Context: an optimization exercise on an open-source flow, tuned for small area, a short achievable clock period and few clock cycles per item. The choices shown serve that exercise and are no tape-out recipe. No activity file was given, so power comes from the tool's default toggle rates.

Setup of run 1:
// keyed_ordered_member_list_top
module keyed_ordered_member_list_top (
	input  logic                       clk,
	input  logic                       arst_n,
	input  logic                       in_valid,
	output logic                       in_ready,
	input  logic [1:0]                 mode,
	input  logic [kom_pkg::KEY_W-1:0]  member_id,
	output logic                       out_valid,
	input  logic                       out_ready,
	output logic [kom_pkg::STAT_W-1:0] status,
	output logic                       leader_valid,
	output logic [kom_pkg::KEY_W-1:0]  leader_id,
	output logic [kom_pkg::CNT_W-1:0]  group_size
);
	logic                      exec;
	logic                      b_valid;
	logic [1:0]                b_mode;
	logic [kom_pkg::KEY_W-1:0] b_key;
	kom_ctrl u_ctrl (
		.clk       (clk),
		.arst_n    (arst_n),
		.in_valid  (in_valid),
		.in_ready  (in_ready),
		.mode      (mode),
		.member_id (member_id),
		.exec      (exec),
		.b_valid   (b_valid),
		.b_mode    (b_mode),
		.b_key     (b_key)
	);
	kom_dp u_dp (
		.clk          (clk),
		.arst_n       (arst_n),
		.b_valid      (b_valid),
		.b_mode       (b_mode),
		.b_key        (b_key),
		.exec         (exec),
		.out_valid    (out_valid),
		.out_ready    (out_ready),
		.status       (status),
		.leader_valid (leader_valid),
		.leader_id    (leader_id),
		.group_size   (group_size)
	);
endmodule
Size in the first run: roughly 310 flip-flops, about 49 I/O pins, about 16,000 um^2 of cells after synthesis.
Settings: LEC_CHECK=0, CAP_MARGIN=20, CORE_MARGIN=2, CORE_UTILIZATION=40, CTS_CLUSTER_DIAMETER=120, CTS_CLUSTER_SIZE=24, SLEW_MARGIN=20, SYNTH_HIERARCHICAL=1; clock period 10.0 ns.
standard.sh (not shown) runs the stock make flow with config.mk's settings and CLKGATE_MAP_FILE= SYNTH_SCRIPT=/design/flow/synth_recipe.tcl, a recipe that flattens the netlist after the stock synthesis.
==> flow/flow/run.sh <==
#!/bin/bash
# The standard layout, with two changes to how it is optimised:
# - the setup repair aims 7 ns below the clock period, at the worst path only
#   (TNS_END_PERCENT 0), so it keeps sizing the path that sets the period;
# - the port buffers are buf_4 rather than the delay-cell buffers that
#   buffer_ports picks on its own.
set -euo pipefail
bash standard.sh SETUP_SLACK_MARGIN=7 TNS_END_PERCENT=0 \
	'BUFFER_PORTS_ARGS=-buffer_cell sky130_fd_sc_hd__buf_4' finish > standard_flow.log 2>&1
For run 2, these inputs were changed with respect to run 1:
==> flow/flow/run.sh <==
#!/bin/bash
# The standard layout, run in two parts with different repair settings:
# - up to clock tree synthesis, the setup repair aims 7 ns below the clock
#   period and works on the worst path only (TNS_END_PERCENT 0);
# - from global routing on, it also works on the worst 20% of the endpoints,
#   since the routed parasitics move the near-critical paths.
# The port buffers are buf_4 rather than the delay-cell buffers that
# buffer_ports picks on its own. ORFS's output goes to the two logs here; its
# per-step logs stay under orfs/logs/.
set -euo pipefail
ports='BUFFER_PORTS_ARGS=-buffer_cell sky130_fd_sc_hd__buf_4'
bash standard.sh SETUP_SLACK_MARGIN=7 TNS_END_PERCENT=0 "$ports" cts > standard_flow_cts.log 2>&1
bash standard.sh SETUP_SLACK_MARGIN=7 TNS_END_PERCENT=20 "$ports" finish > standard_flow_finish.log 2>&1
- Reported for run 1 and run 2, die area turned out identical to the last digit.
- Compared to run 1, the routing of run 2 uses less wire.
- Compared run 1 against run 2; fraction of synthesized area in multiplexers within noise.
- Compared run 1 against run 2; largest incremental delay on the critical path within noise.
- Compared with run 1, run 2 supports a higher clock frequency.
No functional check of the RTL was part of any run of this note.

Another version of the RTL of keyed_ordered_member_list_top (not shown whole).
Size: roughly 1600 cells after synthesis, ~300 flip-flops, ~49 I/O pins, roughly 0.016 mm2 of cells after synthesis.
==> flow/config.mk <==
export PLATFORM = sky130hd
export DESIGN_NAME = keyed_ordered_member_list_top
export DESIGN_NICKNAME = keyed_ordered_member_list_top
export VERILOG_FILES = /design/flow/design.v
export SDC_FILE = /design/flow/constraint.sdc
export NUM_CORES = 4
export LEC_CHECK = 0
export CAP_MARGIN = 20
export CORE_MARGIN = 2
export CORE_UTILIZATION = 55
export CTS_CLUSTER_DIAMETER = 120
export CTS_CLUSTER_SIZE = 24
export PLACE_DENSITY = 0.75
export SLEW_MARGIN = 20
==> flow/constraint.sdc <==
create_clock -name core_clock -period 10.0 [get_ports {clk}]
set_input_delay 2.0000 -clock core_clock [delete_from_list [all_inputs] [get_ports {clk}]]
set_output_delay 2.0000 -clock core_clock [all_outputs]
set_load 0.01 [all_outputs]
==> flow/flow/run.sh <==
#!/bin/bash
# The standard layout, with two changes to how it is optimised:
# - the setup repair aims 7 ns below the clock period, at the worst path only
#   (TNS_END_PERCENT 0), so it keeps sizing the path that sets the period;
# - the port buffers are buf_4 rather than the delay-cell buffers that
#   buffer_ports picks on its own.
set -euo pipefail
bash standard.sh SETUP_SLACK_MARGIN=7 TNS_END_PERCENT=0 \
	'BUFFER_PORTS_ARGS=-buffer_cell sky130_fd_sc_hd__buf_4' finish > standard_flow.log 2>&1
The starting point ran to the end with no violations.
==> next run, changes <==
CORE_UTILIZATION = 40   (was 55)
PLACE_DENSITY = not set   (was 0.75)
Result: The changed run passed the timing, DRC and antenna checks. Total power shrinks by 0.82%. Wire length grows by 2.0%. Sequential cell count is unchanged. Final area barely changes. Setup slack improves by 0.10 ns. Hold slack is about the same. Synthesized area stays the same.
No functional check of the RTL was part of any run of this note.

Another version of the RTL of keyed_ordered_member_list_top (not shown whole).
Size in the first run: ~3000 cells after synthesis, roughly 320 flip-flops, about 0.019 sq mm of cells after synthesis.
// keyed_ordered_member_list_top
module keyed_ordered_member_list_top (
	input  logic                       clk,
	input  logic                       arst_n,
	input  logic                       in_valid,
	output logic                       in_ready,
	input  logic [1:0]                 mode,
	input  logic [kom_pkg::KEY_W-1:0]  member_id,
	output logic                       out_valid,
	input  logic                       out_ready,
	output logic [kom_pkg::STAT_W-1:0] status,
	output logic                       leader_valid,
	output logic [kom_pkg::KEY_W-1:0]  leader_id,
	output logic [kom_pkg::CNT_W-1:0]  group_size
);
make LEC_CHECK=0 ABC_AREA=1 CAP_MARGIN=20 CORE_MARGIN=2 CORE_UTILIZATION=40 SLEW_MARGIN=20 finish   # period 10.0 ns
run.sh (not shown) runs the stock make flow with config.mk's settings and CLKGATE_MAP_FILE= SYNTH_SCRIPT=/design/flow/synth_recipe.tcl, a recipe that flattens the netlist after the stock synthesis.
Stock flow here: none of the scripts above is used.
The starting point finished with timing, DRC and antenna clean.
==> next run, changes <==
- ABC_AREA: 1 -> unset
- ABC_CLOCK_PERIOD_IN_PS: unset -> 3000
=>
- via count shrinks by 42%
- routed wire length shrinks by 43%
- critical path depth shrinks by 7
- global-route usage shrinks by 9.5 points
- sequential power shrinks by about 4%
- setup slack improves by 470 ps
- total power shrinks by 16%
- clock skew shrinks by 7.2 ps
- maximum frequency grows by 9.8%
==> next run, changes <==
- ABC_CLOCK_PERIOD_IN_PS: 3000 -> unset
What happened: The new run completed without violations. Setup slack does not change. Wire length is unchanged. Synthesized area stays the same. Total power does not change. Flip-flop and latch count is unchanged. Count of clock-buffer cells in the layout is unchanged. Global-route usage is unchanged. Maximum frequency is unchanged. Utilization is unchanged.
Function was not checked in any run of this note: the RTL went through the layout flow alone.

## port drivers added, routing unchanged
No port has a modelled driver above. Below, the same layouts with a new extraction and two added sets of constraints. Step 1 assumes that a clkbuf_16 drives the clock port and a buf_2 every other input. Step 2 also shifts input and output timing later by t, the mid clock arrival at the registers, as if the neighbouring blocks saw the same clock. Three values: ideal, step 1, step 2; two values: the first two.
| run | t, ns | slack for setup (ns) | worst data-port slew with drivers (ns) | pins driven straight from the clock port |
|---|---|---|---|---|
| run 1 | 0.574 | 6.530 / 6.530 / 6.077 | 0.04 | 1 |
| run 2 | 0.575 | 6.543 / 6.543 / 6.055 | 0.04 | 1 |
| the first run of note 2 | 0.565 | 6.435 / 6.446 / 5.881 | 0.04 | 1 |
| the second run of note 2 | 0.573 | 6.538 / 6.561 / 5.987 | 0.06 | 1 |
| the first run of note 3 | 0.623 | 4.677 / 4.677 / 4.624 | 0.03 | 1 |
| the second run of note 3 | 0.577 | 5.150 / 5.182 / 4.605 | 0.05 | 1 |
| the third run of note 3 | 0.577 | 5.150 / 5.182 / 4.605 | 0.05 | 1 |
After both steps every run listed still meets setup and hold. For the first run of note 2, which loses most, drivers alone change the setup slack by +0.011 ns; drivers and shift together by -0.554 ns.
